This design comes from an exercise in tuning for small area, a short achievable clock period and few clock cycles per item on the open sky130 flow, not from production work.
In this exercise RTL edits were held to simulation tests only and were not proved equivalent to the original.
No activity file was given, so power comes from the tool's default toggle rates.

<file path="standard.sh">
#!/bin/bash
# synth_recipe.tcl (not shown) runs the flow's synth.tcl, then flattens the netlist and writes it again
# the make line also repeats each setting of config.mk as NAME=value (left out here)
make -C /OpenROAD-flow-scripts/flow DESIGN_CONFIG=/design/flow/config.mk WORK_HOME=/design/flow/orfs CLKGATE_MAP_FILE= SYNTH_SCRIPT=/design/flow/synth_recipe.tcl "${@:-finish}"
</file>
<file path="flow/run.sh">
#!/bin/bash
# The standard layout (the standard.sh: ORFS synthesis to final layout), with one change:
# the input and output port buffers are plain sky130_fd_sc_hd__buf_2 cells instead of the
# delay cells buffer_ports picks by default. Every port still gets its own buffer.
# make's full output goes to standard.log in the work folder; ORFS's per-step logs stay under
# orfs/logs/.
set -euo pipefail
export BUFFER_PORTS_ARGS="-buffer_cell sky130_fd_sc_hd__buf_2"
bash standard.sh finish > standard.log 2>&1
</file>
<file path="constraint.sdc">
create_clock -name core_clock -period 4.0 [get_ports {clk}]
set_input_delay 0.8000 -clock core_clock [delete_from_list [all_inputs] [get_ports {clk}]]
set_output_delay 0.8000 -clock core_clock [all_outputs]
set_load 0.01 [all_outputs]
</file>
<file path="config.mk">
export PLATFORM = sky130hd
export DESIGN_NAME = fft16_digit_reverse_buf
export DESIGN_NICKNAME = fft16_digit_reverse_buf
export VERILOG_FILES = /design/flow/design.v
export SDC_FILE = /design/flow/constraint.sdc
export NUM_CORES = 4
export LEC_CHECK = 0
export CAP_MARGIN = 20
export CORE_MARGIN = 2
export CORE_UTILIZATION = 65
export CTS_CLUSTER_DIAMETER = 100
export CTS_CLUSTER_SIZE = 30
export SETUP_SLACK_MARGIN = 1.8
export SLEW_MARGIN = 20
</file>
<file path="design.v">
package fft16_pkg;
    localparam int DATA_W = 32;
    localparam int N      = 16;
    localparam int NSLOT  = 9;    
    localparam int NPH    = 6;     
    localparam int PHW    = 3;
    typedef struct packed {
        logic signed [DATA_W-1:0] re;
        logic signed [DATA_W-1:0] im;
    } cplx_t;
    function automatic logic [3:0] digit_rev4(input logic [3:0] idx);
        digit_rev4 = {idx[1:0], idx[3:2]};
    endfunction
    function automatic logic [NSLOT-1:0] wr_slot(input logic [PHW-1:0] ph, input logic [3:0] k);
        case ({ph, k})
            {3'd0, 4'd0}: wr_slot = 9'b000000001;
            {3'd0, 4'd1}: wr_slot = 9'b000000010;
            {3'd0, 4'd2}: wr_slot = 9'b000000100;
            {3'd0, 4'd3}: wr_slot = 9'b000001000;
            {3'd0, 4'd4}: wr_slot = 9'b000010000;
            {3'd0, 4'd5}: wr_slot = 9'b000100000;
            {3'd0, 4'd6}: wr_slot = 9'b001000000;
            {3'd0, 4'd7}: wr_slot = 9'b010000000;
            {3'd0, 4'd8}: wr_slot = 9'b100000000;
            {3'd0, 4'd9}: wr_slot = 9'b000000001;
            {3'd0, 4'd10}: wr_slot = 9'b000010000;
            {3'd0, 4'd11}: wr_slot = 9'b100000000;
            {3'd0, 4'd12}: wr_slot = 9'b000000000;
            {3'd0, 4'd13}: wr_slot = 9'b000000010;
            {3'd0, 4'd14}: wr_slot = 9'b000100000;
            {3'd0, 4'd15}: wr_slot = 9'b000000001;
            {3'd1, 4'd0}: wr_slot = 9'b000000010;
            {3'd1, 4'd1}: wr_slot = 9'b000000100;
            {3'd1, 4'd2}: wr_slot = 9'b001000000;
            {3'd1, 4'd3}: wr_slot = 9'b000010000;
            {3'd1, 4'd4}: wr_slot = 9'b000100000;
            {3'd1, 4'd5}: wr_slot = 9'b000001000;
            {3'd1, 4'd6}: wr_slot = 9'b010000000;
            {3'd1, 4'd7}: wr_slot = 9'b100000000;
            {3'd1, 4'd8}: wr_slot = 9'b000000001;
            {3'd1, 4'd9}: wr_slot = 9'b000000010;
            {3'd1, 4'd10}: wr_slot = 9'b000100000;
            {3'd1, 4'd11}: wr_slot = 9'b000000001;
            {3'd1, 4'd12}: wr_slot = 9'b000000000;
            {3'd1, 4'd13}: wr_slot = 9'b000000100;
            {3'd1, 4'd14}: wr_slot = 9'b000001000;
            {3'd1, 4'd15}: wr_slot = 9'b000000010;
            {3'd2, 4'd0}: wr_slot = 9'b000000100;
            {3'd2, 4'd1}: wr_slot = 9'b001000000;
            {3'd2, 4'd2}: wr_slot = 9'b010000000;
            {3'd2, 4'd3}: wr_slot = 9'b000100000;
            {3'd2, 4'd4}: wr_slot = 9'b000001000;
            {3'd2, 4'd5}: wr_slot = 9'b000010000;
            {3'd2, 4'd6}: wr_slot = 9'b100000000;
            {3'd2, 4'd7}: wr_slot = 9'b000000001;
            {3'd2, 4'd8}: wr_slot = 9'b000000010;
            {3'd2, 4'd9}: wr_slot = 9'b000000100;
            {3'd2, 4'd10}: wr_slot = 9'b000001000;
            {3'd2, 4'd11}: wr_slot = 9'b000000010;
            {3'd2, 4'd12}: wr_slot = 9'b000000000;
            {3'd2, 4'd13}: wr_slot = 9'b001000000;
            {3'd2, 4'd14}: wr_slot = 9'b000010000;
            {3'd2, 4'd15}: wr_slot = 9'b000000100;
            {3'd3, 4'd0}: wr_slot = 9'b001000000;
            {3'd3, 4'd1}: wr_slot = 9'b010000000;
            {3'd3, 4'd2}: wr_slot = 9'b100000000;
            {3'd3, 4'd3}: wr_slot = 9'b000001000;
            {3'd3, 4'd4}: wr_slot = 9'b000010000;
            {3'd3, 4'd5}: wr_slot = 9'b000100000;
            {3'd3, 4'd6}: wr_slot = 9'b000000001;
            {3'd3, 4'd7}: wr_slot = 9'b000000010;
            {3'd3, 4'd8}: wr_slot = 9'b000000100;
            {3'd3, 4'd9}: wr_slot = 9'b001000000;
            {3'd3, 4'd10}: wr_slot = 9'b000010000;
            {3'd3, 4'd11}: wr_slot = 9'b000000100;
            {3'd3, 4'd12}: wr_slot = 9'b000000000;
            {3'd3, 4'd13}: wr_slot = 9'b010000000;
            {3'd3, 4'd14}: wr_slot = 9'b000100000;
            {3'd3, 4'd15}: wr_slot = 9'b001000000;
            {3'd4, 4'd0}: wr_slot = 9'b010000000;
            {3'd4, 4'd1}: wr_slot = 9'b100000000;
            {3'd4, 4'd2}: wr_slot = 9'b000000001;
            {3'd4, 4'd3}: wr_slot = 9'b000010000;
            {3'd4, 4'd4}: wr_slot = 9'b000100000;
            {3'd4, 4'd5}: wr_slot = 9'b000001000;
            {3'd4, 4'd6}: wr_slot = 9'b000000010;
            {3'd4, 4'd7}: wr_slot = 9'b000000100;
            {3'd4, 4'd8}: wr_slot = 9'b001000000;
            {3'd4, 4'd9}: wr_slot = 9'b010000000;
            {3'd4, 4'd10}: wr_slot = 9'b000100000;
            {3'd4, 4'd11}: wr_slot = 9'b001000000;
            {3'd4, 4'd12}: wr_slot = 9'b000000000;
            {3'd4, 4'd13}: wr_slot = 9'b100000000;
            {3'd4, 4'd14}: wr_slot = 9'b000001000;
            {3'd4, 4'd15}: wr_slot = 9'b010000000;
            {3'd5, 4'd0}: wr_slot = 9'b100000000;
            {3'd5, 4'd1}: wr_slot = 9'b000000001;
            {3'd5, 4'd2}: wr_slot = 9'b000000010;
            {3'd5, 4'd3}: wr_slot = 9'b000100000;
            {3'd5, 4'd4}: wr_slot = 9'b000001000;
            {3'd5, 4'd5}: wr_slot = 9'b000010000;
            {3'd5, 4'd6}: wr_slot = 9'b000000100;
            {3'd5, 4'd7}: wr_slot = 9'b001000000;
            {3'd5, 4'd8}: wr_slot = 9'b010000000;
            {3'd5, 4'd9}: wr_slot = 9'b100000000;
            {3'd5, 4'd10}: wr_slot = 9'b000001000;
            {3'd5, 4'd11}: wr_slot = 9'b010000000;
            {3'd5, 4'd12}: wr_slot = 9'b000000000;
            {3'd5, 4'd13}: wr_slot = 9'b000000001;
            {3'd5, 4'd14}: wr_slot = 9'b000010000;
            {3'd5, 4'd15}: wr_slot = 9'b100000000;
            default: wr_slot = '0;
        endcase
    endfunction
    function automatic logic [NSLOT-1:0] wr_slot_nxt(input logic [PHW-1:0] ph, input logic [3:0] k);
        case ({ph, k})
            {3'd0, 4'd0}: wr_slot_nxt = 9'b000000010;
            {3'd0, 4'd1}: wr_slot_nxt = 9'b000000100;
            {3'd0, 4'd2}: wr_slot_nxt = 9'b000001000;
            {3'd0, 4'd3}: wr_slot_nxt = 9'b000010000;
            {3'd0, 4'd4}: wr_slot_nxt = 9'b000100000;
            {3'd0, 4'd5}: wr_slot_nxt = 9'b001000000;
            {3'd0, 4'd6}: wr_slot_nxt = 9'b010000000;
            {3'd0, 4'd7}: wr_slot_nxt = 9'b100000000;
            {3'd0, 4'd8}: wr_slot_nxt = 9'b000000001;
            {3'd0, 4'd9}: wr_slot_nxt = 9'b000010000;
            {3'd0, 4'd10}: wr_slot_nxt = 9'b100000000;
            {3'd0, 4'd11}: wr_slot_nxt = 9'b000000000;
            {3'd0, 4'd12}: wr_slot_nxt = 9'b000000010;
            {3'd0, 4'd13}: wr_slot_nxt = 9'b000100000;
            {3'd0, 4'd14}: wr_slot_nxt = 9'b000000001;
            {3'd0, 4'd15}: wr_slot_nxt = 9'b000000010;
            {3'd1, 4'd0}: wr_slot_nxt = 9'b000000100;
            {3'd1, 4'd1}: wr_slot_nxt = 9'b001000000;
            {3'd1, 4'd2}: wr_slot_nxt = 9'b000010000;
            {3'd1, 4'd3}: wr_slot_nxt = 9'b000100000;
            {3'd1, 4'd4}: wr_slot_nxt = 9'b000001000;
            {3'd1, 4'd5}: wr_slot_nxt = 9'b010000000;
            {3'd1, 4'd6}: wr_slot_nxt = 9'b100000000;
            {3'd1, 4'd7}: wr_slot_nxt = 9'b000000001;
            {3'd1, 4'd8}: wr_slot_nxt = 9'b000000010;
            {3'd1, 4'd9}: wr_slot_nxt = 9'b000100000;
            {3'd1, 4'd10}: wr_slot_nxt = 9'b000000001;
            {3'd1, 4'd11}: wr_slot_nxt = 9'b000000000;
            {3'd1, 4'd12}: wr_slot_nxt = 9'b000000100;
            {3'd1, 4'd13}: wr_slot_nxt = 9'b000001000;
            {3'd1, 4'd14}: wr_slot_nxt = 9'b000000010;
            {3'd1, 4'd15}: wr_slot_nxt = 9'b000000100;
            {3'd2, 4'd0}: wr_slot_nxt = 9'b001000000;
            {3'd2, 4'd1}: wr_slot_nxt = 9'b010000000;
            {3'd2, 4'd2}: wr_slot_nxt = 9'b000100000;
            {3'd2, 4'd3}: wr_slot_nxt = 9'b000001000;
            {3'd2, 4'd4}: wr_slot_nxt = 9'b000010000;
            {3'd2, 4'd5}: wr_slot_nxt = 9'b100000000;
            {3'd2, 4'd6}: wr_slot_nxt = 9'b000000001;
            {3'd2, 4'd7}: wr_slot_nxt = 9'b000000010;
            {3'd2, 4'd8}: wr_slot_nxt = 9'b000000100;
            {3'd2, 4'd9}: wr_slot_nxt = 9'b000001000;
            {3'd2, 4'd10}: wr_slot_nxt = 9'b000000010;
            {3'd2, 4'd11}: wr_slot_nxt = 9'b000000000;
            {3'd2, 4'd12}: wr_slot_nxt = 9'b001000000;
            {3'd2, 4'd13}: wr_slot_nxt = 9'b000010000;
            {3'd2, 4'd14}: wr_slot_nxt = 9'b000000100;
            {3'd2, 4'd15}: wr_slot_nxt = 9'b001000000;
            {3'd3, 4'd0}: wr_slot_nxt = 9'b010000000;
            {3'd3, 4'd1}: wr_slot_nxt = 9'b100000000;
            {3'd3, 4'd2}: wr_slot_nxt = 9'b000001000;
            {3'd3, 4'd3}: wr_slot_nxt = 9'b000010000;
            {3'd3, 4'd4}: wr_slot_nxt = 9'b000100000;
            {3'd3, 4'd5}: wr_slot_nxt = 9'b000000001;
            {3'd3, 4'd6}: wr_slot_nxt = 9'b000000010;
            {3'd3, 4'd7}: wr_slot_nxt = 9'b000000100;
            {3'd3, 4'd8}: wr_slot_nxt = 9'b001000000;
            {3'd3, 4'd9}: wr_slot_nxt = 9'b000010000;
            {3'd3, 4'd10}: wr_slot_nxt = 9'b000000100;
            {3'd3, 4'd11}: wr_slot_nxt = 9'b000000000;
            {3'd3, 4'd12}: wr_slot_nxt = 9'b010000000;
            {3'd3, 4'd13}: wr_slot_nxt = 9'b000100000;
            {3'd3, 4'd14}: wr_slot_nxt = 9'b001000000;
            {3'd3, 4'd15}: wr_slot_nxt = 9'b010000000;
            {3'd4, 4'd0}: wr_slot_nxt = 9'b100000000;
            {3'd4, 4'd1}: wr_slot_nxt = 9'b000000001;
            {3'd4, 4'd2}: wr_slot_nxt = 9'b000010000;
            {3'd4, 4'd3}: wr_slot_nxt = 9'b000100000;
            {3'd4, 4'd4}: wr_slot_nxt = 9'b000001000;
            {3'd4, 4'd5}: wr_slot_nxt = 9'b000000010;
            {3'd4, 4'd6}: wr_slot_nxt = 9'b000000100;
            {3'd4, 4'd7}: wr_slot_nxt = 9'b001000000;
            {3'd4, 4'd8}: wr_slot_nxt = 9'b010000000;
            {3'd4, 4'd9}: wr_slot_nxt = 9'b000100000;
            {3'd4, 4'd10}: wr_slot_nxt = 9'b001000000;
            {3'd4, 4'd11}: wr_slot_nxt = 9'b000000000;
            {3'd4, 4'd12}: wr_slot_nxt = 9'b100000000;
            {3'd4, 4'd13}: wr_slot_nxt = 9'b000001000;
            {3'd4, 4'd14}: wr_slot_nxt = 9'b010000000;
            {3'd4, 4'd15}: wr_slot_nxt = 9'b100000000;
            {3'd5, 4'd0}: wr_slot_nxt = 9'b000000001;
            {3'd5, 4'd1}: wr_slot_nxt = 9'b000000010;
            {3'd5, 4'd2}: wr_slot_nxt = 9'b000100000;
            {3'd5, 4'd3}: wr_slot_nxt = 9'b000001000;
            {3'd5, 4'd4}: wr_slot_nxt = 9'b000010000;
            {3'd5, 4'd5}: wr_slot_nxt = 9'b000000100;
            {3'd5, 4'd6}: wr_slot_nxt = 9'b001000000;
            {3'd5, 4'd7}: wr_slot_nxt = 9'b010000000;
            {3'd5, 4'd8}: wr_slot_nxt = 9'b100000000;
            {3'd5, 4'd9}: wr_slot_nxt = 9'b000001000;
            {3'd5, 4'd10}: wr_slot_nxt = 9'b010000000;
            {3'd5, 4'd11}: wr_slot_nxt = 9'b000000000;
            {3'd5, 4'd12}: wr_slot_nxt = 9'b000000001;
            {3'd5, 4'd13}: wr_slot_nxt = 9'b000010000;
            {3'd5, 4'd14}: wr_slot_nxt = 9'b100000000;
            {3'd5, 4'd15}: wr_slot_nxt = 9'b000000001;
            default: wr_slot_nxt = '0;
        endcase
    endfunction
    function automatic logic [NSLOT-1:0] rd_slot(input logic [PHW-1:0] ph, input logic [3:0] k);
        case ({ph, k})
            {3'd0, 4'd0}: rd_slot = 9'b000000001;
            {3'd0, 4'd1}: rd_slot = 9'b000010000;
            {3'd0, 4'd2}: rd_slot = 9'b100000000;
            {3'd0, 4'd3}: rd_slot = 9'b000000000;
            {3'd0, 4'd4}: rd_slot = 9'b000000010;
            {3'd0, 4'd5}: rd_slot = 9'b000100000;
            {3'd0, 4'd6}: rd_slot = 9'b000000001;
            {3'd0, 4'd7}: rd_slot = 9'b000000010;
            {3'd0, 4'd8}: rd_slot = 9'b000000100;
            {3'd0, 4'd9}: rd_slot = 9'b001000000;
            {3'd0, 4'd10}: rd_slot = 9'b000010000;
            {3'd0, 4'd11}: rd_slot = 9'b000100000;
            {3'd0, 4'd12}: rd_slot = 9'b000001000;
            {3'd0, 4'd13}: rd_slot = 9'b010000000;
            {3'd0, 4'd14}: rd_slot = 9'b100000000;
            {3'd0, 4'd15}: rd_slot = 9'b000000001;
            {3'd1, 4'd0}: rd_slot = 9'b000000010;
            {3'd1, 4'd1}: rd_slot = 9'b000100000;
            {3'd1, 4'd2}: rd_slot = 9'b000000001;
            {3'd1, 4'd3}: rd_slot = 9'b000000000;
            {3'd1, 4'd4}: rd_slot = 9'b000000100;
            {3'd1, 4'd5}: rd_slot = 9'b000001000;
            {3'd1, 4'd6}: rd_slot = 9'b000000010;
            {3'd1, 4'd7}: rd_slot = 9'b000000100;
            {3'd1, 4'd8}: rd_slot = 9'b001000000;
            {3'd1, 4'd9}: rd_slot = 9'b010000000;
            {3'd1, 4'd10}: rd_slot = 9'b000100000;
            {3'd1, 4'd11}: rd_slot = 9'b000001000;
            {3'd1, 4'd12}: rd_slot = 9'b000010000;
            {3'd1, 4'd13}: rd_slot = 9'b100000000;
            {3'd1, 4'd14}: rd_slot = 9'b000000001;
            {3'd1, 4'd15}: rd_slot = 9'b000000010;
            {3'd2, 4'd0}: rd_slot = 9'b000000100;
            {3'd2, 4'd1}: rd_slot = 9'b000001000;
            {3'd2, 4'd2}: rd_slot = 9'b000000010;
            {3'd2, 4'd3}: rd_slot = 9'b000000000;
            {3'd2, 4'd4}: rd_slot = 9'b001000000;
            {3'd2, 4'd5}: rd_slot = 9'b000010000;
            {3'd2, 4'd6}: rd_slot = 9'b000000100;
            {3'd2, 4'd7}: rd_slot = 9'b001000000;
            {3'd2, 4'd8}: rd_slot = 9'b010000000;
            {3'd2, 4'd9}: rd_slot = 9'b100000000;
            {3'd2, 4'd10}: rd_slot = 9'b000001000;
            {3'd2, 4'd11}: rd_slot = 9'b000010000;
            {3'd2, 4'd12}: rd_slot = 9'b000100000;
            {3'd2, 4'd13}: rd_slot = 9'b000000001;
            {3'd2, 4'd14}: rd_slot = 9'b000000010;
            {3'd2, 4'd15}: rd_slot = 9'b000000100;
            {3'd3, 4'd0}: rd_slot = 9'b001000000;
            {3'd3, 4'd1}: rd_slot = 9'b000010000;
            {3'd3, 4'd2}: rd_slot = 9'b000000100;
            {3'd3, 4'd3}: rd_slot = 9'b000000000;
            {3'd3, 4'd4}: rd_slot = 9'b010000000;
            {3'd3, 4'd5}: rd_slot = 9'b000100000;
            {3'd3, 4'd6}: rd_slot = 9'b001000000;
            {3'd3, 4'd7}: rd_slot = 9'b010000000;
            {3'd3, 4'd8}: rd_slot = 9'b100000000;
            {3'd3, 4'd9}: rd_slot = 9'b000000001;
            {3'd3, 4'd10}: rd_slot = 9'b000010000;
            {3'd3, 4'd11}: rd_slot = 9'b000100000;
            {3'd3, 4'd12}: rd_slot = 9'b000001000;
            {3'd3, 4'd13}: rd_slot = 9'b000000010;
            {3'd3, 4'd14}: rd_slot = 9'b000000100;
            {3'd3, 4'd15}: rd_slot = 9'b001000000;
            {3'd4, 4'd0}: rd_slot = 9'b010000000;
            {3'd4, 4'd1}: rd_slot = 9'b000100000;
            {3'd4, 4'd2}: rd_slot = 9'b001000000;
            {3'd4, 4'd3}: rd_slot = 9'b000000000;
            {3'd4, 4'd4}: rd_slot = 9'b100000000;
            {3'd4, 4'd5}: rd_slot = 9'b000001000;
            {3'd4, 4'd6}: rd_slot = 9'b010000000;
            {3'd4, 4'd7}: rd_slot = 9'b100000000;
            {3'd4, 4'd8}: rd_slot = 9'b000000001;
            {3'd4, 4'd9}: rd_slot = 9'b000000010;
            {3'd4, 4'd10}: rd_slot = 9'b000100000;
            {3'd4, 4'd11}: rd_slot = 9'b000001000;
            {3'd4, 4'd12}: rd_slot = 9'b000010000;
            {3'd4, 4'd13}: rd_slot = 9'b000000100;
            {3'd4, 4'd14}: rd_slot = 9'b001000000;
            {3'd4, 4'd15}: rd_slot = 9'b010000000;
            {3'd5, 4'd0}: rd_slot = 9'b100000000;
            {3'd5, 4'd1}: rd_slot = 9'b000001000;
            {3'd5, 4'd2}: rd_slot = 9'b010000000;
            {3'd5, 4'd3}: rd_slot = 9'b000000000;
            {3'd5, 4'd4}: rd_slot = 9'b000000001;
            {3'd5, 4'd5}: rd_slot = 9'b000010000;
            {3'd5, 4'd6}: rd_slot = 9'b100000000;
            {3'd5, 4'd7}: rd_slot = 9'b000000001;
            {3'd5, 4'd8}: rd_slot = 9'b000000010;
            {3'd5, 4'd9}: rd_slot = 9'b000000100;
            {3'd5, 4'd10}: rd_slot = 9'b000001000;
            {3'd5, 4'd11}: rd_slot = 9'b000010000;
            {3'd5, 4'd12}: rd_slot = 9'b000100000;
            {3'd5, 4'd13}: rd_slot = 9'b001000000;
            {3'd5, 4'd14}: rd_slot = 9'b010000000;
            {3'd5, 4'd15}: rd_slot = 9'b100000000;
            default: rd_slot = '0;
        endcase
    endfunction
    function automatic logic [NSLOT-1:0] rd_slot_nxt(input logic [PHW-1:0] ph, input logic [3:0] k);
        case ({ph, k})
            {3'd0, 4'd0}: rd_slot_nxt = 9'b000010000;
            {3'd0, 4'd1}: rd_slot_nxt = 9'b100000000;
            {3'd0, 4'd2}: rd_slot_nxt = 9'b000000000;
            {3'd0, 4'd3}: rd_slot_nxt = 9'b000000010;
            {3'd0, 4'd4}: rd_slot_nxt = 9'b000100000;
            {3'd0, 4'd5}: rd_slot_nxt = 9'b000000001;
            {3'd0, 4'd6}: rd_slot_nxt = 9'b000000010;
            {3'd0, 4'd7}: rd_slot_nxt = 9'b000000100;
            {3'd0, 4'd8}: rd_slot_nxt = 9'b001000000;
            {3'd0, 4'd9}: rd_slot_nxt = 9'b000010000;
            {3'd0, 4'd10}: rd_slot_nxt = 9'b000100000;
            {3'd0, 4'd11}: rd_slot_nxt = 9'b000001000;
            {3'd0, 4'd12}: rd_slot_nxt = 9'b010000000;
            {3'd0, 4'd13}: rd_slot_nxt = 9'b100000000;
            {3'd0, 4'd14}: rd_slot_nxt = 9'b000000001;
            {3'd0, 4'd15}: rd_slot_nxt = 9'b000000010;
            {3'd1, 4'd0}: rd_slot_nxt = 9'b000100000;
            {3'd1, 4'd1}: rd_slot_nxt = 9'b000000001;
            {3'd1, 4'd2}: rd_slot_nxt = 9'b000000000;
            {3'd1, 4'd3}: rd_slot_nxt = 9'b000000100;
            {3'd1, 4'd4}: rd_slot_nxt = 9'b000001000;
            {3'd1, 4'd5}: rd_slot_nxt = 9'b000000010;
            {3'd1, 4'd6}: rd_slot_nxt = 9'b000000100;
            {3'd1, 4'd7}: rd_slot_nxt = 9'b001000000;
            {3'd1, 4'd8}: rd_slot_nxt = 9'b010000000;
            {3'd1, 4'd9}: rd_slot_nxt = 9'b000100000;
            {3'd1, 4'd10}: rd_slot_nxt = 9'b000001000;
            {3'd1, 4'd11}: rd_slot_nxt = 9'b000010000;
            {3'd1, 4'd12}: rd_slot_nxt = 9'b100000000;
            {3'd1, 4'd13}: rd_slot_nxt = 9'b000000001;
            {3'd1, 4'd14}: rd_slot_nxt = 9'b000000010;
            {3'd1, 4'd15}: rd_slot_nxt = 9'b000000100;
            {3'd2, 4'd0}: rd_slot_nxt = 9'b000001000;
            {3'd2, 4'd1}: rd_slot_nxt = 9'b000000010;
            {3'd2, 4'd2}: rd_slot_nxt = 9'b000000000;
            {3'd2, 4'd3}: rd_slot_nxt = 9'b001000000;
            {3'd2, 4'd4}: rd_slot_nxt = 9'b000010000;
            {3'd2, 4'd5}: rd_slot_nxt = 9'b000000100;
            {3'd2, 4'd6}: rd_slot_nxt = 9'b001000000;
            {3'd2, 4'd7}: rd_slot_nxt = 9'b010000000;
            {3'd2, 4'd8}: rd_slot_nxt = 9'b100000000;
            {3'd2, 4'd9}: rd_slot_nxt = 9'b000001000;
            {3'd2, 4'd10}: rd_slot_nxt = 9'b000010000;
            {3'd2, 4'd11}: rd_slot_nxt = 9'b000100000;
            {3'd2, 4'd12}: rd_slot_nxt = 9'b000000001;
            {3'd2, 4'd13}: rd_slot_nxt = 9'b000000010;
            {3'd2, 4'd14}: rd_slot_nxt = 9'b000000100;
            {3'd2, 4'd15}: rd_slot_nxt = 9'b001000000;
            {3'd3, 4'd0}: rd_slot_nxt = 9'b000010000;
            {3'd3, 4'd1}: rd_slot_nxt = 9'b000000100;
            {3'd3, 4'd2}: rd_slot_nxt = 9'b000000000;
            {3'd3, 4'd3}: rd_slot_nxt = 9'b010000000;
            {3'd3, 4'd4}: rd_slot_nxt = 9'b000100000;
            {3'd3, 4'd5}: rd_slot_nxt = 9'b001000000;
            {3'd3, 4'd6}: rd_slot_nxt = 9'b010000000;
            {3'd3, 4'd7}: rd_slot_nxt = 9'b100000000;
            {3'd3, 4'd8}: rd_slot_nxt = 9'b000000001;
            {3'd3, 4'd9}: rd_slot_nxt = 9'b000010000;
            {3'd3, 4'd10}: rd_slot_nxt = 9'b000100000;
            {3'd3, 4'd11}: rd_slot_nxt = 9'b000001000;
            {3'd3, 4'd12}: rd_slot_nxt = 9'b000000010;
            {3'd3, 4'd13}: rd_slot_nxt = 9'b000000100;
            {3'd3, 4'd14}: rd_slot_nxt = 9'b001000000;
            {3'd3, 4'd15}: rd_slot_nxt = 9'b010000000;
            {3'd4, 4'd0}: rd_slot_nxt = 9'b000100000;
            {3'd4, 4'd1}: rd_slot_nxt = 9'b001000000;
            {3'd4, 4'd2}: rd_slot_nxt = 9'b000000000;
            {3'd4, 4'd3}: rd_slot_nxt = 9'b100000000;
            {3'd4, 4'd4}: rd_slot_nxt = 9'b000001000;
            {3'd4, 4'd5}: rd_slot_nxt = 9'b010000000;
            {3'd4, 4'd6}: rd_slot_nxt = 9'b100000000;
            {3'd4, 4'd7}: rd_slot_nxt = 9'b000000001;
            {3'd4, 4'd8}: rd_slot_nxt = 9'b000000010;
            {3'd4, 4'd9}: rd_slot_nxt = 9'b000100000;
            {3'd4, 4'd10}: rd_slot_nxt = 9'b000001000;
            {3'd4, 4'd11}: rd_slot_nxt = 9'b000010000;
            {3'd4, 4'd12}: rd_slot_nxt = 9'b000000100;
            {3'd4, 4'd13}: rd_slot_nxt = 9'b001000000;
            {3'd4, 4'd14}: rd_slot_nxt = 9'b010000000;
            {3'd4, 4'd15}: rd_slot_nxt = 9'b100000000;
            {3'd5, 4'd0}: rd_slot_nxt = 9'b000001000;
            {3'd5, 4'd1}: rd_slot_nxt = 9'b010000000;
            {3'd5, 4'd2}: rd_slot_nxt = 9'b000000000;
            {3'd5, 4'd3}: rd_slot_nxt = 9'b000000001;
            {3'd5, 4'd4}: rd_slot_nxt = 9'b000010000;
            {3'd5, 4'd5}: rd_slot_nxt = 9'b100000000;
            {3'd5, 4'd6}: rd_slot_nxt = 9'b000000001;
            {3'd5, 4'd7}: rd_slot_nxt = 9'b000000010;
            {3'd5, 4'd8}: rd_slot_nxt = 9'b000000100;
            {3'd5, 4'd9}: rd_slot_nxt = 9'b000001000;
            {3'd5, 4'd10}: rd_slot_nxt = 9'b000010000;
            {3'd5, 4'd11}: rd_slot_nxt = 9'b000100000;
            {3'd5, 4'd12}: rd_slot_nxt = 9'b001000000;
            {3'd5, 4'd13}: rd_slot_nxt = 9'b010000000;
            {3'd5, 4'd14}: rd_slot_nxt = 9'b100000000;
            {3'd5, 4'd15}: rd_slot_nxt = 9'b000000001;
            default: rd_slot_nxt = '0;
        endcase
    endfunction
    function automatic logic avail_w(input logic [NSLOT-1:0] t, input logic [3:0] k);
        case (k)
            4'd0: avail_w = 1'b1;
            4'd1: avail_w = t[2];
            4'd2: avail_w = t[5];
            4'd3: avail_w = t[8];
            4'd4: avail_w = 1'b1;
            4'd5: avail_w = 1'b1;
            4'd6: avail_w = t[2];
            4'd7: avail_w = t[5];
            4'd8: avail_w = 1'b1;
            4'd9: avail_w = 1'b1;
            4'd10: avail_w = 1'b1;
            4'd11: avail_w = t[2];
            4'd12: avail_w = 1'b1;
            4'd13: avail_w = 1'b1;
            4'd14: avail_w = 1'b1;
            4'd15: avail_w = 1'b1;
            default: avail_w = 1'b0;
        endcase
    endfunction
    function automatic logic avail_r(input logic [NSLOT-1:0] t, input logic [3:0] k);
        case (k)
            4'd0: avail_r = t[4];
            4'd1: avail_r = t[7];
            4'd2: avail_r = 1'b0;
            4'd3: avail_r = 1'b1;
            4'd4: avail_r = t[1];
            4'd5: avail_r = t[4];
            4'd6: avail_r = t[7];
            4'd7: avail_r = 1'b1;
            4'd8: avail_r = 1'b1;
            4'd9: avail_r = t[1];
            4'd10: avail_r = t[4];
            4'd11: avail_r = 1'b1;
            4'd12: avail_r = 1'b1;
            4'd13: avail_r = 1'b1;
            4'd14: avail_r = t[1];
            4'd15: avail_r = t[1];
            default: avail_r = 1'b0;
        endcase
    endfunction
    function automatic logic avail_wr(input logic [NSLOT-1:0] t, input logic [3:0] k);
        case (k)
            4'd0: avail_wr = t[3];
            4'd1: avail_wr = t[6];
            4'd2: avail_wr = 1'b0;
            4'd3: avail_wr = 1'b1;
            4'd4: avail_wr = t[0];
            4'd5: avail_wr = t[3];
            4'd6: avail_wr = t[6];
            4'd7: avail_wr = 1'b1;
            4'd8: avail_wr = 1'b1;
            4'd9: avail_wr = t[0];
            4'd10: avail_wr = t[3];
            4'd11: avail_wr = 1'b1;
            4'd12: avail_wr = 1'b1;
            4'd13: avail_wr = 1'b1;
            4'd14: avail_wr = t[0];
            4'd15: avail_wr = t[0];
            default: avail_wr = 1'b0;
        endcase
    endfunction
    function automatic logic byp_w(input logic [NSLOT-1:0] t, input logic [3:0] k);
        case (k)
            4'd0: byp_w = 1'b0;
            4'd1: byp_w = 1'b0;
            4'd2: byp_w = 1'b0;
            4'd3: byp_w = (t[7] && !t[8]);
            4'd4: byp_w = 1'b0;
            4'd5: byp_w = 1'b0;
            4'd6: byp_w = 1'b0;
            4'd7: byp_w = 1'b0;
            4'd8: byp_w = 1'b0;
            4'd9: byp_w = 1'b0;
            4'd10: byp_w = 1'b0;
            4'd11: byp_w = 1'b0;
            4'd12: byp_w = 1'b0;
            4'd13: byp_w = 1'b0;
            4'd14: byp_w = 1'b0;
            4'd15: byp_w = 1'b0;
            default: byp_w = 1'b0;
        endcase
    endfunction
    function automatic logic byp_r(input logic [NSLOT-1:0] t, input logic [3:0] k);
        case (k)
            4'd0: byp_r = 1'b0;
            4'd1: byp_r = 1'b0;
            4'd2: byp_r = 1'b0;
            4'd3: byp_r = 1'b0;
            4'd4: byp_r = 1'b0;
            4'd5: byp_r = 1'b0;
            4'd6: byp_r = 1'b0;
            4'd7: byp_r = 1'b0;
            4'd8: byp_r = 1'b0;
            4'd9: byp_r = 1'b0;
            4'd10: byp_r = 1'b0;
            4'd11: byp_r = 1'b0;
            4'd12: byp_r = 1'b0;
            4'd13: byp_r = 1'b0;
            4'd14: byp_r = 1'b0;
            4'd15: byp_r = 1'b0;
            default: byp_r = 1'b0;
        endcase
    endfunction
    function automatic logic byp_wr(input logic [NSLOT-1:0] t, input logic [3:0] k);
        case (k)
            4'd0: byp_wr = 1'b0;
            4'd1: byp_wr = 1'b0;
            4'd2: byp_wr = t[8];
            4'd3: byp_wr = 1'b0;
            4'd4: byp_wr = 1'b0;
            4'd5: byp_wr = 1'b0;
            4'd6: byp_wr = 1'b0;
            4'd7: byp_wr = 1'b0;
            4'd8: byp_wr = 1'b0;
            4'd9: byp_wr = 1'b0;
            4'd10: byp_wr = 1'b0;
            4'd11: byp_wr = 1'b0;
            4'd12: byp_wr = 1'b0;
            4'd13: byp_wr = 1'b0;
            4'd14: byp_wr = 1'b0;
            4'd15: byp_wr = 1'b0;
            default: byp_wr = 1'b0;
        endcase
    endfunction
endpackage
module fft16_bank_ram #(
    parameter int W  = 2 * fft16_pkg::DATA_W,
    parameter int NS = fft16_pkg::NSLOT
) (
    input  logic          clk,
    input  logic [NS-1:0] wsel,
    input  logic [W-1:0]  wdata,
    input  logic [NS-1:0] rsel,
    output logic [W-1:0]  rdata
);
    logic [W-1:0] mem_q [NS];
    always_ff @(posedge clk) begin
        for (int i = 0; i < NS; i++) begin
            if (wsel[i]) mem_q[i] <= wdata;
        end
    end
    always_comb begin
        rdata = '0;
        for (int i = 0; i < NS; i++) begin
            rdata = rdata | (mem_q[i] & {W{rsel[i]}});
        end
    end
endmodule
module fft16_digit_reverse_buf #(
    parameter int DATA_W = 32,
    parameter int N      = 16
) (
    input  logic                  clk,
    input  logic                  rst_n,
    input  logic                  in_valid,
    output logic                  in_ready,
    input  logic [DATA_W-1:0]     in_re,
    input  logic [DATA_W-1:0]     in_im,
    output logic                  out_valid,
    input  logic                  out_ready,
    output logic [DATA_W-1:0]     out_re,
    output logic [DATA_W-1:0]     out_im,
    output logic [3:0]            out_idx,
    output logic                  out_last
);
    localparam int NS  = fft16_pkg::NSLOT;
    localparam int PHW = fft16_pkg::PHW;
    localparam int DW  = 2 * DATA_W;
    logic [PHW-1:0] wph_q, rph_q, wph_inc, rph_inc;    
    logic [3:0]     wcnt_q, rcnt_q, wcnt_inc, rcnt_inc;
    logic [NS-1:0]  t_q, t_d;                           
    logic [NS-1:0]  wsel_q, wsel_d, rsel_q, rsel_d;
    logic           fa_q;                               
    logic           avail_q, avail_d;                   
    logic           byp_q, byp_d;                       
    logic           full_q, full_d;
    logic           nq_q, np_q, nq_d, np_d, fa_d;       
    logic           aw, bw, ar, br, awr, bwr;
    logic           out_valid_q, out_valid_d;
    logic [3:0]     out_idx_q;
    logic           out_last_q;
    logic [DW-1:0]  out_q, rd_data;
    logic           wr_fire, can_load, rd_load, in_ready_c;
    assign can_load   = !out_valid_q || out_ready;
    assign in_ready_c = !np_q || (!nq_q && out_ready);
    assign wr_fire    = in_valid && in_ready_c;
    assign rd_load    = can_load && (avail_q || (byp_q && wr_fire));
    assign wcnt_inc = wcnt_q + 4'd1;
    assign rcnt_inc = rcnt_q + 4'd1;
    assign wph_inc  = (wcnt_q != 4'(N - 1)) ? wph_q : (wph_q == PHW'(fft16_pkg::NPH - 1)) ? '0 : wph_q + 1'b1;
    assign rph_inc  = (rcnt_q != 4'(N - 1)) ? rph_q : (rph_q == PHW'(fft16_pkg::NPH - 1)) ? '0 : rph_q + 1'b1;
    always_comb begin
        aw  = fft16_pkg::avail_w(t_q, rcnt_q);
        bw  = fft16_pkg::byp_w(t_q, rcnt_q);
        ar  = fft16_pkg::avail_r(t_q, rcnt_q);
        br  = fft16_pkg::byp_r(t_q, rcnt_q);
        awr = fft16_pkg::avail_wr(t_q, rcnt_q);
        bwr = fft16_pkg::byp_wr(t_q, rcnt_q);
        case ({wr_fire, rd_load})
            2'b10: begin
                t_d     = {t_q[NS-2:0], 1'b1};
                full_d  = t_q[NS-2];
                avail_d = aw;
                byp_d   = bw;
                nq_d    = !(aw || bw);
                np_d    = t_q[NS-2] && ((out_valid_q && !out_ready) || !(aw || bw));
                fa_d    = t_q[NS-2] && aw;
            end
            2'b01: begin
                t_d     = {1'b0, t_q[NS-1:1]};
                full_d  = 1'b0;
                avail_d = ar;
                byp_d   = br;
                nq_d    = !(ar || br);
                np_d    = 1'b0;
                fa_d    = 1'b0;
            end
            2'b11: begin
                t_d     = t_q;
                full_d  = full_q;
                avail_d = awr;
                byp_d   = bwr;
                nq_d    = !(awr || bwr);
                np_d    = full_q;
                fa_d    = full_q && awr;
            end
            default: begin
                t_d     = t_q;
                full_d  = full_q;
                avail_d = avail_q;
                byp_d   = byp_q;
                nq_d    = nq_q;
                np_d    = full_q && ((out_valid_q && !out_ready) || nq_q);
                fa_d    = fa_q;
            end
        endcase
        out_valid_d = can_load ? rd_load : out_valid_q;
        wsel_d = wr_fire ? fft16_pkg::wr_slot_nxt(wph_q, wcnt_q) : fft16_pkg::wr_slot(wph_q, wcnt_q);
        if (full_d) wsel_d = '0;
        rsel_d = rd_load ? fft16_pkg::rd_slot_nxt(rph_q, rcnt_q) : fft16_pkg::rd_slot(rph_q, rcnt_q);
    end
    fft16_bank_ram #(.W(DW), .NS(NS)) u_pool (
        .clk   (clk),
        .wsel  (wsel_q | (rsel_q & {NS{fa_q && can_load}})),
        .wdata ({in_re, in_im}),
        .rsel  (rsel_q),
        .rdata (rd_data)
    );
    always_ff @(posedge clk or negedge rst_n) begin
        if (!rst_n) begin
            wph_q       <= '0;
            wcnt_q      <= '0;
            rph_q       <= '0;
            rcnt_q      <= '0;
            t_q         <= '0;
            fa_q        <= 1'b0;
            avail_q     <= 1'b0;
            byp_q       <= 1'b0;
            full_q      <= 1'b0;
            nq_q        <= 1'b1;
            np_q        <= 1'b0;
            out_valid_q <= 1'b0;
        end else begin
            t_q         <= t_d;
            fa_q        <= fa_d;
            avail_q     <= avail_d;
            byp_q       <= byp_d;
            full_q      <= full_d;
            nq_q        <= nq_d;
            np_q        <= np_d;
            out_valid_q <= out_valid_d;
            if (wr_fire) begin
                wcnt_q <= wcnt_inc;
                wph_q  <= wph_inc;
            end
            if (rd_load) begin
                rcnt_q <= rcnt_inc;
                rph_q  <= rph_inc;
            end
        end
    end
    always_ff @(posedge clk) begin
        wsel_q <= wsel_d;
        rsel_q <= rsel_d;
    end
    always_ff @(posedge clk) begin
        if (can_load) begin
            out_q      <= rd_data | ({DW{byp_q}} & {in_re, in_im});
            out_idx_q  <= fft16_pkg::digit_rev4(rcnt_q);
            out_last_q <= (rcnt_q == 4'(N - 1));
        end
    end
    assign in_ready  = in_ready_c;
    assign out_valid = out_valid_q;
    assign out_re    = out_q[DW-1:DATA_W];
    assign out_im    = out_q[DATA_W-1:0];
    assign out_idx   = out_idx_q;
    assign out_last  = out_last_q;
endmodule
</file>
==> results of run 1 <==
-- worst reg2reg max path, cell delays in order (launching register included) --
cell and delay (ns):
dfstp_2 0.55, nand2b_4 0.13, buf_4 0.12, o21ai_4 0.06, a32o_4 0.36, ha_1 0.31, nor4_1 0.36, a31oi_1 0.07
o31ai_1 0.20
-- layout by cell type (no fill, tap or decap), drive strengths merged, types with 4 or more instances in the layout --
cell type	synthesis	routed
a211oi	7	7
a21o	11	20
a21oi	39	39
a221oi	66	66
a22o	67	67
a22oi	197	197
a31oi	10	10
a32o	3	4
and2	6	6
buf	42	188
clkbuf	63	47
dfrtp	29	29
dfxtp	18	18
diode	0	4
edfxtp	645	645
ha	16	16
inv	22	23
mux2	8	8
mux2i	30	30
nand2	49	49
nand2b	11	11
nand3	18	18
nand4	67	67
nor2	37	37
nor2b	7	7
nor3	9	9
o21ai	23	23
o31ai	4	4
xnor2	6	6
-- layout make-up --
type | count | area, um^2 | share of cell area (%)
clock inverter | 3 | 37.5 | 0.129
clock buffer | 47 | 751 | 2.59
multi-input combinational | 757 | 5750 | 19.8
tap | 525 | 657 | 2.27
antenna | 4 | 10.0 | 0.0345
sequential | 693 | 20500 | 70.8
inverter | 22 | 95.1 | 0.328
timing repair buffer | 188 | 1180 | 4.06
-- worst paths after layout --
path	from	slack, ns	to	cells after the start
max reg2reg	nq_q	1.75	byp_q	8
min	rst_n	0.25	t_q[0]	1
min reg2reg	u_pool.mem_q[3][57]	0.56	out_q[57]	2
max in group asynchronous	rst_n	3.21	rph_q[0]	1
max	nq_q	1.72	in_ready	3
min in group core_clock	in_re[7]	0.49	u_pool.mem_q[3][39]	1
-- logic make-up after synthesis --
logic type      Yosys count  share of synthesized area [%]
compound gates          463                           13.4
xor+xnor                  8                          0.265
fa+ha+maj                16                          0.758
buf+inv                 127                           2.05
flops                   693                           77.6
mux                      39                           1.58
simple gates            220                           4.35
-- state kept, by name, summed over array words and instances (netlist names) --
signal	count
np_q	1
rcnt_q	4
out_last_q	1
wsel_q	9
rph_q	3
rsel_q	9
out_idx_q	4
wcnt_q	4
byp_q	1
nq_q	1
out_q	64
out_valid_q	1
fa_q	1
t_q	9
full_q	1
u_pool.mem_q	576
wph_q	3
avail_q	1
-- metal layers --
metal  share of wire (%)  vias up
met5               0.072        -
met4                 1.5        6
met3                 8.6       74
met2                  49      766
met1                  41     8022
li1                    -     6717
-- what timing repair did --
action,in CTS,in global routing
gates resized for setup,22,39
setup buffers,8,10
setup endpoints to repair,466,212
pin swaps,5,10
gates cloned,5,6
-- power breakdown --
group,switching (mW),total [mW],internal [mW]
logic,4.25,6.59,2.34
clock network,2.06,3.38,1.32
registers,1.16,11.8,10.7
==> flow_summary.ini, run 1 <==
[timing]
max_freq_mhz = 438
tns_ns = 0
layout_setup_ws_ns = 1.72
setup_viol = 0
post-route-period-util_pct = 57.0
hold_violations = 0
worstMarginPinSlew_ns = 1.12
rsz0062_at_grt = true
hold_ws_ns = 0.249
period_minus_slack_ns = 2.28
fin_skew_ns = 0.0285
relSlewSlack_pct = 25.1
slew_viol_final = 0

[setup_path]
cp.required_ns = 3.20
cp-end-kind = output pin
critPathLaunchType = register
worst_path_dominant_cell_family = flip-flops
crit_arrival_ns = 1.48
cpPeakStageDelay_ns = 0.55
worstSetupPathType = register to output pin
cp_cell_sequence = nand2b_4 > nand2_2 > buf_6
slowest_stage = dfstp_2
cp_max_fo = 4
cp_num_buf_inv = 1

[floorplan]
die_area_um2 = 42300
rows = 73
core-area_um2 = 39900
ios = 139
start_util_pct = 66.2
fp.dieH_um = 206
die_width_um = 206

[detailed_routing]
ant_nets = 0
wl_um = 62500
via_per_inst = 6.96
dr.pass1.iters = 6
drc_errors = 0
avgRoutedWirePerCell_um = 27.9
first_iter_violations = 1937
vias = 15585

[final_layout]
stdcell_area_um2 = 29000
drive_gt1_share_pct = 18.1
areaGrowthSynthToFinish_pct = 9.78
fillerInstances = 2453
layoutNonFillerInstCount = 2239
finalNetCount = 1773
fin_util_pct = 72.6

[place]
dp_cells = 2156
place_area_um2 = 27700
port_buffers = 138
gp_congestion = 0.897
place_ws_ns = 1.01
hpwlAfterDp_um = 33100

[clock_tree]
clk_pin_slew_ns = 0.12
hold_buffers = 0
cts_tree = built
cts_max_level = 1
cts.sinks = 693
clk_latency_ns = 0.61
clockBufferDepth = 3
cts_buffers = 27
cts-root-buf = clkbuf_16

[synthesis]
yosysMostFrequentCell = edfxtp_1
synthTopCellsByCount = edfxtp_1 (645), a22oi_1 (197), a22o_1 (67), nand4_1 (67), a221oi_1 (65)
synth_fp_nets = 1650
synth_edf_count = 645
ys_warn_count = 3
yosysTopAreaCell = edfxtp_1
async_flop_share_pct = 4.33
synthTopCellsByArea = edfxtp_1 (73%), a22oi_1 (5.6%), dfrtp_1 (2.7%)
syn-instance-count = 1566
syn_area_um2 = 26400
ys_seq_area_share_pct = 77.6
ys_types = 69
syn_avg_cell_area_um2 = 16.9
synth_top_area_share_pct = 73.4
synth_flop_cell = edfxtp_1
ys_ff_latch = 693

[grt]
grt_pass1_vias = 15144
use_met3_pct = 4.37
met2_usage_pct = 46.9
overflow = 0
grt_pass1_wl_um = 91300
antenna_found_initial = 8
grt_usage_pct = 28.9
grt_max_degree = 67
grtUsageMet1_pct = 42.6
grt-busiest-layer = met2

[status]
status = no timing/DRC/antenna violations

[power]
total_power_mw = 21.8
power.density_nw_per_um2 = 752
p_leak_nw = 9.63
peakVddDrop_mv = 0.516

[flow_run]
drv_cap = 0

[worst_hold_path]
hp-class = input pin to async pin
Testbench counts, summed over its fixed seeds: cycles 7,347, items 6,144.
==> run 2, diff against run 1 <==
--- a/design.v
+++ b/design.v
@@ -482,15 +482,15 @@
         case (k)
             4'd0: byp_w = 1'b0;
-            4'd1: byp_w = 1'b0;
-            4'd2: byp_w = 1'b0;
+            4'd1: byp_w = (t[1] && !t[2]);
+            4'd2: byp_w = (t[4] && !t[5]);
             4'd3: byp_w = (t[7] && !t[8]);
             4'd4: byp_w = 1'b0;
             4'd5: byp_w = 1'b0;
-            4'd6: byp_w = 1'b0;
-            4'd7: byp_w = 1'b0;
+            4'd6: byp_w = (t[1] && !t[2]);
+            4'd7: byp_w = (t[4] && !t[5]);
             4'd8: byp_w = 1'b0;
             4'd9: byp_w = 1'b0;
             4'd10: byp_w = 1'b0;
-            4'd11: byp_w = 1'b0;
+            4'd11: byp_w = (t[1] && !t[2]);
             4'd12: byp_w = 1'b0;
             4'd13: byp_w = 1'b0;
@@ -502,20 +502,20 @@
     function automatic logic byp_r(input logic [NSLOT-1:0] t, input logic [3:0] k);
         case (k)
-            4'd0: byp_r = 1'b0;
-            4'd1: byp_r = 1'b0;
+            4'd0: byp_r = (t[3] && !t[4]);
+            4'd1: byp_r = (t[6] && !t[7]);
             4'd2: byp_r = 1'b0;
             4'd3: byp_r = 1'b0;
-            4'd4: byp_r = 1'b0;
-            4'd5: byp_r = 1'b0;
-            4'd6: byp_r = 1'b0;
+            4'd4: byp_r = (t[0] && !t[1]);
+            4'd5: byp_r = (t[3] && !t[4]);
+            4'd6: byp_r = (t[6] && !t[7]);
             4'd7: byp_r = 1'b0;
             4'd8: byp_r = 1'b0;
-            4'd9: byp_r = 1'b0;
-            4'd10: byp_r = 1'b0;
+            4'd9: byp_r = (t[0] && !t[1]);
+            4'd10: byp_r = (t[3] && !t[4]);
             4'd11: byp_r = 1'b0;
             4'd12: byp_r = 1'b0;
             4'd13: byp_r = 1'b0;
-            4'd14: byp_r = 1'b0;
-            4'd15: byp_r = 1'b0;
+            4'd14: byp_r = (t[0] && !t[1]);
+            4'd15: byp_r = (t[0] && !t[1]);
             default: byp_r = 1'b0;
         endcase
@@ -523,20 +523,20 @@
     function automatic logic byp_wr(input logic [NSLOT-1:0] t, input logic [3:0] k);
         case (k)
-            4'd0: byp_wr = 1'b0;
-            4'd1: byp_wr = 1'b0;
+            4'd0: byp_wr = (t[2] && !t[3]);
+            4'd1: byp_wr = (t[5] && !t[6]);
             4'd2: byp_wr = t[8];
             4'd3: byp_wr = 1'b0;
-            4'd4: byp_wr = 1'b0;
-            4'd5: byp_wr = 1'b0;
-            4'd6: byp_wr = 1'b0;
+            4'd4: byp_wr = !t[0];
+            4'd5: byp_wr = (t[2] && !t[3]);
+            4'd6: byp_wr = (t[5] && !t[6]);
             4'd7: byp_wr = 1'b0;
             4'd8: byp_wr = 1'b0;
-            4'd9: byp_wr = 1'b0;
-            4'd10: byp_wr = 1'b0;
+            4'd9: byp_wr = !t[0];
+            4'd10: byp_wr = (t[2] && !t[3]);
             4'd11: byp_wr = 1'b0;
             4'd12: byp_wr = 1'b0;
             4'd13: byp_wr = 1'b0;
-            4'd14: byp_wr = 1'b0;
-            4'd15: byp_wr = 1'b0;
+            4'd14: byp_wr = !t[0];
+            4'd15: byp_wr = !t[0];
             default: byp_wr = 1'b0;
         endcase
@@ -591,10 +591,10 @@
     logic [NS-1:0]  wsel_q, wsel_d, rsel_q, rsel_d;
     logic           fa_q;                               
-    logic           avail_q, avail_d;                   
-    logic           byp_q, byp_d;                       
-    logic           full_q, full_d;
-    logic           nq_q, np_q, nq_d, np_d, fa_d;       
-    logic           aw, bw, ar, br, awr, bwr;
-    logic           out_valid_q, out_valid_d;
+    logic           avail_q;                            
+    logic           byp_q;                              
+    logic           full_q;
+    logic           nq_q, np_q;                         
+    logic [3:0]     rl_q, rl_d;                         
+    logic           out_valid_q;
     logic [3:0]     out_idx_q;
     logic           out_last_q;
@@ -604,57 +604,47 @@
     assign in_ready_c = !np_q || (!nq_q && out_ready);
     assign wr_fire    = in_valid && in_ready_c;
-    assign rd_load    = can_load && (avail_q || (byp_q && wr_fire));
+    assign rd_load    = rl_q[{in_valid, out_ready}];
     assign wcnt_inc = wcnt_q + 4'd1;
     assign rcnt_inc = rcnt_q + 4'd1;
     assign wph_inc  = (wcnt_q != 4'(N - 1)) ? wph_q : (wph_q == PHW'(fft16_pkg::NPH - 1)) ? '0 : wph_q + 1'b1;
     assign rph_inc  = (rcnt_q != 4'(N - 1)) ? rph_q : (rph_q == PHW'(fft16_pkg::NPH - 1)) ? '0 : rph_q + 1'b1;
+    localparam int F_AV = 0, F_BY = 1, F_FULL = 2, F_NQ = 3, F_NP = 4, F_FA = 5, F_OV = 6;
+    function automatic logic [6:0] mk(input logic av, input logic by, input logic full,
+                                      input logic ov);
+        mk[F_AV]   = av;
+        mk[F_BY]   = by;
+        mk[F_FULL] = full;
+        mk[F_NQ]   = !(av || by);
+        mk[F_NP]   = full && (ov || !(av || by));
+        mk[F_FA]   = full && av;
+        mk[F_OV]   = ov;
+    endfunction
+    function automatic logic [3:0] rl_of(input logic [6:0] f);
+        rl_of[0] = !f[F_OV] && f[F_AV];
+        rl_of[1] = f[F_AV];
+        rl_of[2] = !f[F_OV] && (f[F_AV] || (f[F_BY] && !f[F_NP]));
+        rl_of[3] = f[F_AV] || (f[F_BY] && (!f[F_NP] || !f[F_NQ]));
+    endfunction
+    logic [6:0] f_w, f_r, f_wr, f_0, f_d;
     always_comb begin
-        aw  = fft16_pkg::avail_w(t_q, rcnt_q);
-        bw  = fft16_pkg::byp_w(t_q, rcnt_q);
-        ar  = fft16_pkg::avail_r(t_q, rcnt_q);
-        br  = fft16_pkg::byp_r(t_q, rcnt_q);
-        awr = fft16_pkg::avail_wr(t_q, rcnt_q);
-        bwr = fft16_pkg::byp_wr(t_q, rcnt_q);
+        f_w  = mk(fft16_pkg::avail_w(t_q, rcnt_q), fft16_pkg::byp_w(t_q, rcnt_q), t_q[NS-2],
+                  out_valid_q && !out_ready);
+        f_r  = mk(fft16_pkg::avail_r(t_q, rcnt_q), fft16_pkg::byp_r(t_q, rcnt_q), 1'b0, 1'b1);
+        f_wr = mk(fft16_pkg::avail_wr(t_q, rcnt_q), fft16_pkg::byp_wr(t_q, rcnt_q), full_q, 1'b1);
+        f_0  = mk(avail_q, byp_q, full_q, out_valid_q && !out_ready);
         case ({wr_fire, rd_load})
-            2'b10: begin
-                t_d     = {t_q[NS-2:0], 1'b1};
-                full_d  = t_q[NS-2];
-                avail_d = aw;
-                byp_d   = bw;
-                nq_d    = !(aw || bw);
-                np_d    = t_q[NS-2] && ((out_valid_q && !out_ready) || !(aw || bw));
-                fa_d    = t_q[NS-2] && aw;
-            end
-            2'b01: begin
-                t_d     = {1'b0, t_q[NS-1:1]};
-                full_d  = 1'b0;
-                avail_d = ar;
-                byp_d   = br;
-                nq_d    = !(ar || br);
-                np_d    = 1'b0;
-                fa_d    = 1'b0;
-            end
-            2'b11: begin
-                t_d     = t_q;
-                full_d  = full_q;
-                avail_d = awr;
-                byp_d   = bwr;
-                nq_d    = !(awr || bwr);
-                np_d    = full_q;
-                fa_d    = full_q && awr;
-            end
-            default: begin
-                t_d     = t_q;
-                full_d  = full_q;
-                avail_d = avail_q;
-                byp_d   = byp_q;
-                nq_d    = nq_q;
-                np_d    = full_q && ((out_valid_q && !out_ready) || nq_q);
-                fa_d    = fa_q;
-            end
+            2'b10:   begin f_d = f_w;  t_d = {t_q[NS-2:0], 1'b1}; end
+            2'b01:   begin f_d = f_r;  t_d = {1'b0, t_q[NS-1:1]}; end
+            2'b11:   begin f_d = f_wr; t_d = t_q; end
+            default: begin f_d = f_0;  t_d = t_q; end
+        endcase
+        case ({wr_fire, rd_load})
+            2'b10:   rl_d = rl_of(f_w);
+            2'b01:   rl_d = rl_of(f_r);
+            2'b11:   rl_d = rl_of(f_wr);
+            default: rl_d = rl_of(f_0);
         endcase
-        out_valid_d = can_load ? rd_load : out_valid_q;
         wsel_d = wr_fire ? fft16_pkg::wr_slot_nxt(wph_q, wcnt_q) : fft16_pkg::wr_slot(wph_q, wcnt_q);
-        if (full_d) wsel_d = '0;
+        if (f_d[F_FULL]) wsel_d = '0;
         rsel_d = rd_load ? fft16_pkg::rd_slot_nxt(rph_q, rcnt_q) : fft16_pkg::rd_slot(rph_q, rcnt_q);
     end
@@ -675,18 +665,20 @@
             fa_q        <= 1'b0;
             avail_q     <= 1'b0;
-            byp_q       <= 1'b0;
+            byp_q       <= 1'b1;
             full_q      <= 1'b0;
-            nq_q        <= 1'b1;
+            nq_q        <= 1'b0;
             np_q        <= 1'b0;
             out_valid_q <= 1'b0;
+            rl_q        <= 4'b1100;
         end else begin
             t_q         <= t_d;
-            fa_q        <= fa_d;
-            avail_q     <= avail_d;
-            byp_q       <= byp_d;
-            full_q      <= full_d;
-            nq_q        <= nq_d;
-            np_q        <= np_d;
-            out_valid_q <= out_valid_d;
+            fa_q        <= f_d[F_FA];
+            avail_q     <= f_d[F_AV];
+            byp_q       <= f_d[F_BY];
+            full_q      <= f_d[F_FULL];
+            nq_q        <= f_d[F_NQ];
+            np_q        <= f_d[F_NP];
+            out_valid_q <= f_d[F_OV];
+            rl_q        <= rl_d;
             if (wr_fire) begin
                 wcnt_q <= wcnt_inc;
@@ -705,5 +697,5 @@
     always_ff @(posedge clk) begin
         if (can_load) begin
-            out_q      <= rd_data | ({DW{byp_q}} & {in_re, in_im});
+            out_q      <= byp_q ? {in_re, in_im} : rd_data;
             out_idx_q  <= fft16_pkg::digit_rev4(rcnt_q);
             out_last_q <= (rcnt_q == 4'(N - 1));
==> run.sh (new file) <==
#!/bin/bash
# synth_recipe.tcl (not shown) runs the flow's synth.tcl, then flattens the netlist and writes it again
# the make line also repeats each setting of config.mk as NAME=value (left out here)
make -C /OpenROAD-flow-scripts/flow DESIGN_CONFIG=/design/flow/config.mk WORK_HOME=/design/flow/orfs CLKGATE_MAP_FILE= SYNTH_SCRIPT=/design/flow/synth_recipe.tcl finish
removed: flow/run.sh
removed: standard.sh
==> run 2 against run 1 <==
Maximum frequency up 2.2%. Die area up 1.1%. Still clean. First-iteration DRC count up 2.1%. Critical endpoint is now byp_q. Non-clock buffer count up 14. Sequential share of layout area down 2.2 points. Sequential power about the same.
==> flow_summary.ini, run 2 <==
[setup_path]
worstSetupPathType = register to register
cp_num_buf_inv = 2
critPathLaunchType = register
slowest_stage = or4_4
cp_cell_sequence = buf_6 > ha_4 > buf_6 > or4_4 > a21oi_2 > a21oi_2 > a222oi_1 > mux2i_1
cp_num_cells = 8
cp_max_fo = 6
cp.required_ns = 4.52
cp-end-kind = register
r2r-end = byp_q
r2r_start = rcnt_q[0]
worst_path_dominant_cell_family = compound AO/OA/AOI/OAI gates
crit_arrival_ns = 2.75
rr_worst_depth = 8
r2r_slack_ns = 1.77
cpPeakStageDelay_ns = 0.52

[final_layout]
layoutNonFillerInstCount = 2317
seqCellArea_um2 = 20600
stdcell_area_um2 = 30100
final_common_cell = edfxtp_1
drive_gt1_share_pct = 11.2
finalNetCount = 1859
fillerInstances = 2522
layout_common_cells = edfxtp_1 (645), a22oi_1 (129), a21oi_1 (98)
multiInputGateArea_um2 = 5910
reg_top3 = u_pool.mem_q: 576 flops, out_q: 64 flops
largest_register_ffs = 576
areaGrowthSynthToFinish_pct = 12.7
largest_register = u_pool.mem_q

[timing]
hold_ws_ns = 0.566
setup_viol = 0
hold_violations = 0
period_minus_slack_ns = 2.23
worstMarginPinSlew_ns = 0.771
rsz0062_at_grt = true
slew_viol_final = 0
post-route-period-util_pct = 55.8
relSlewSlack_pct = 48.6
fin_skew_ns = 0.0317
tns_ns = 0
max_freq_mhz = 448

[synthesis]
ys_types = 70
ys_seq_area_share_pct = 77.1
synthTopCellsByArea = edfxtp_1 (73%), a22oi_1 (3.6%), dfrtp_1 (2.9%)
yosysMostFrequentCell = edfxtp_1
synth_fp_nets = 1744
synthTopCellsByCount = edfxtp_1 (645), a22oi_1 (129), a21oi_1 (105), nor2_1 (93), clkbuf_1 (83)
syn_avg_cell_area_um2 = 16.1
yosysTopAreaCell = edfxtp_1
ys_warn_count = 3
syn-instance-count = 1660
ys_ff_latch = 697
synth_flop_cell = edfxtp_1
syn_area_um2 = 26700
synth_top_area_share_pct = 72.5
async_flop_share_pct = 4.88
synth_edf_count = 645

[place]
place_area_um2 = 28800
hpwlAfterDp_um = 32300
port_buffers = 138
gp_congestion = 0.881
dp_cells = 2247

[clock_tree]
clk_latency_ns = 0.62
clockBufferDepth = 3
cts_tree = built
cts_max_level = 1
clk_pin_slew_ns = 0.12
hold_buffers = 0
cts-root-buf = clkbuf_16
cts.sinks = 697
cts_buffers = 27

[floorplan]
rows = 74
die_width_um = 207
fp.dieH_um = 207
ios = 139
core-area_um2 = 40600
die_area_um2 = 42700
start_util_pct = 65.7

[grt]
grt_pass1_wl_um = 89500
antenna_found_initial = 3
grt_pass1_vias = 15223
grt_max_degree = 96
overflow = 0
grt_usage_pct = 27.8

[worst_hold_path]
worstHoldStart = t_q[1]
holdPathStages = 2
hp-class = register to register
holdPathEnd = t_q[1]

[power]
peakVddDrop_mv = 0.828
power.density_nw_per_um2 = 753
p_leak_nw = 9.79

[status]
status = no timing/DRC/antenna violations

[detailed_routing]
via_per_inst = 6.75
drc_errors = 0
dr.pass1.iters = 6
avgRoutedWirePerCell_um = 26.0
ant_nets = 0
wl_um = 60300
vias = 15636
first_iter_violations = 1977

[flow_run]
drv_cap = 0
## run 2: cells by family after synthesis
logic type                 Yosys count  synth area share (%)
DFF                                697                  77.1
adders and majority gates           17                 0.792
AOI/OAI and AO/OA                  481                  13.2
buffers and inverters              148                  2.23
xor gates and xnor gates            10                 0.328
and+or+nand+nor                    277                  5.03
muxes                               30                  1.29
## run 2: layout make-up
type | instances | share of cell area [%]
clock inverters | 2 | 0.0790
well taps | 532 | 2.21
multi-input cells | 816 | 19.6
diodes | 1 | 0.00832
repair buffers | 202 | 6.66
repair inverters | 1 | 0.0250
inverters | 30 | 0.453
flip-flops and latches | 697 | 68.6
clock buffers | 36 | 2.36
## run 2: worst max path at each step
stage,start,endpoint,slack (ns)
floorplan,out_ready,np_q,1.51
global placement,out_ready,u_pool.mem_q[6][44],0.73
detailed placement,out_ready,u_pool.mem_q[6][49],0.70
CTS,out_ready,in_ready,1.62
global route,rcnt_q[1],nq_q,1.70
finish,rcnt_q[0],byp_q,1.77
## run 2: worst reg2reg max path, cell delays in order (launching register included)
cell and delay, ns:
dfrtp_2 0.45, buf_6 0.14, ha_4 0.19, buf_6 0.13
or4_4 0.52, a21oi_2 0.13, a21oi_2 0.07, a222oi_1 0.40
mux2i_1 0.13
## run 2: stage by stage
stage	total power [mW]	worst slack, ns	utilization (%)
floorplan	15.9	1.51	-
global placement	18.7	0.726	70.8
detailed placement	18.9	0.702	70.8
CTS	22.2	1.62	73.0
global route	23.8	1.70	74.0
finish	22.6	1.77	74.0
## run 2: power breakdown
part	internal (mW)	switching [mW]
combinational	3.05	4.74
clock	1.27	2.04
sequential	10.4	1.12
total	14.8	7.89
## run 2: repair_timing
item / in CTS / in global routing
hold endpoints to repair: 0 / 0
setup endpoints to repair: 757 / 286
pin swaps: 3 / 13
gates resized for setup: 112 / 68
cloned: 1 / 1
buffers inserted: 16 / 13
## run 2: routing by layer
layer	share of wire, %	up-vias	track usage [%]	routed length [um]
met2	48	705	45.6	29200
li1	-	6963	-	-
met4	2.1	4	5.89	1260
met1	41	7880	40.9	24900
met3	8.0	84	3.47	4850
met5	0.038	-	0	23
Testbench counts of run 2, summed over its fixed seeds: cycles 7,347, items 6,144.

[re-timing with driven ports]
The results above use ideal ports. As a check the final layouts listed here were re-extracted and re-timed, cells and wires unchanged.
Step 1 assumes that a clkbuf_16 drives the clock port and a buf_2 every other input.
Step 2 times the ports against the registers' clock, not the clock port: input delays grow and output delays shrink by t, the midpoint of the rising clock arrivals with the driver on.
Three values: ideal, step 1, step 2; two values: the first two.
run	t, ns	setup WS [ns]	hold slack, ns	worst setup path at the end	slew at the worst register clock pin (ns)
run 1	0.650	1.718 / 1.661 / 1.285	0.249 / 0.215 / 0.555	input to register	0.12 / 0.12
run 2	0.657	1.767 / 1.764 / 1.326	0.566 / 0.560 / 0.566	input to register	0.12 / 0.12
After both steps every run listed still meets setup and hold. The setup slack of run 2, which loses most, moves by -0.003 ns with the drivers and by -0.441 ns with both steps.
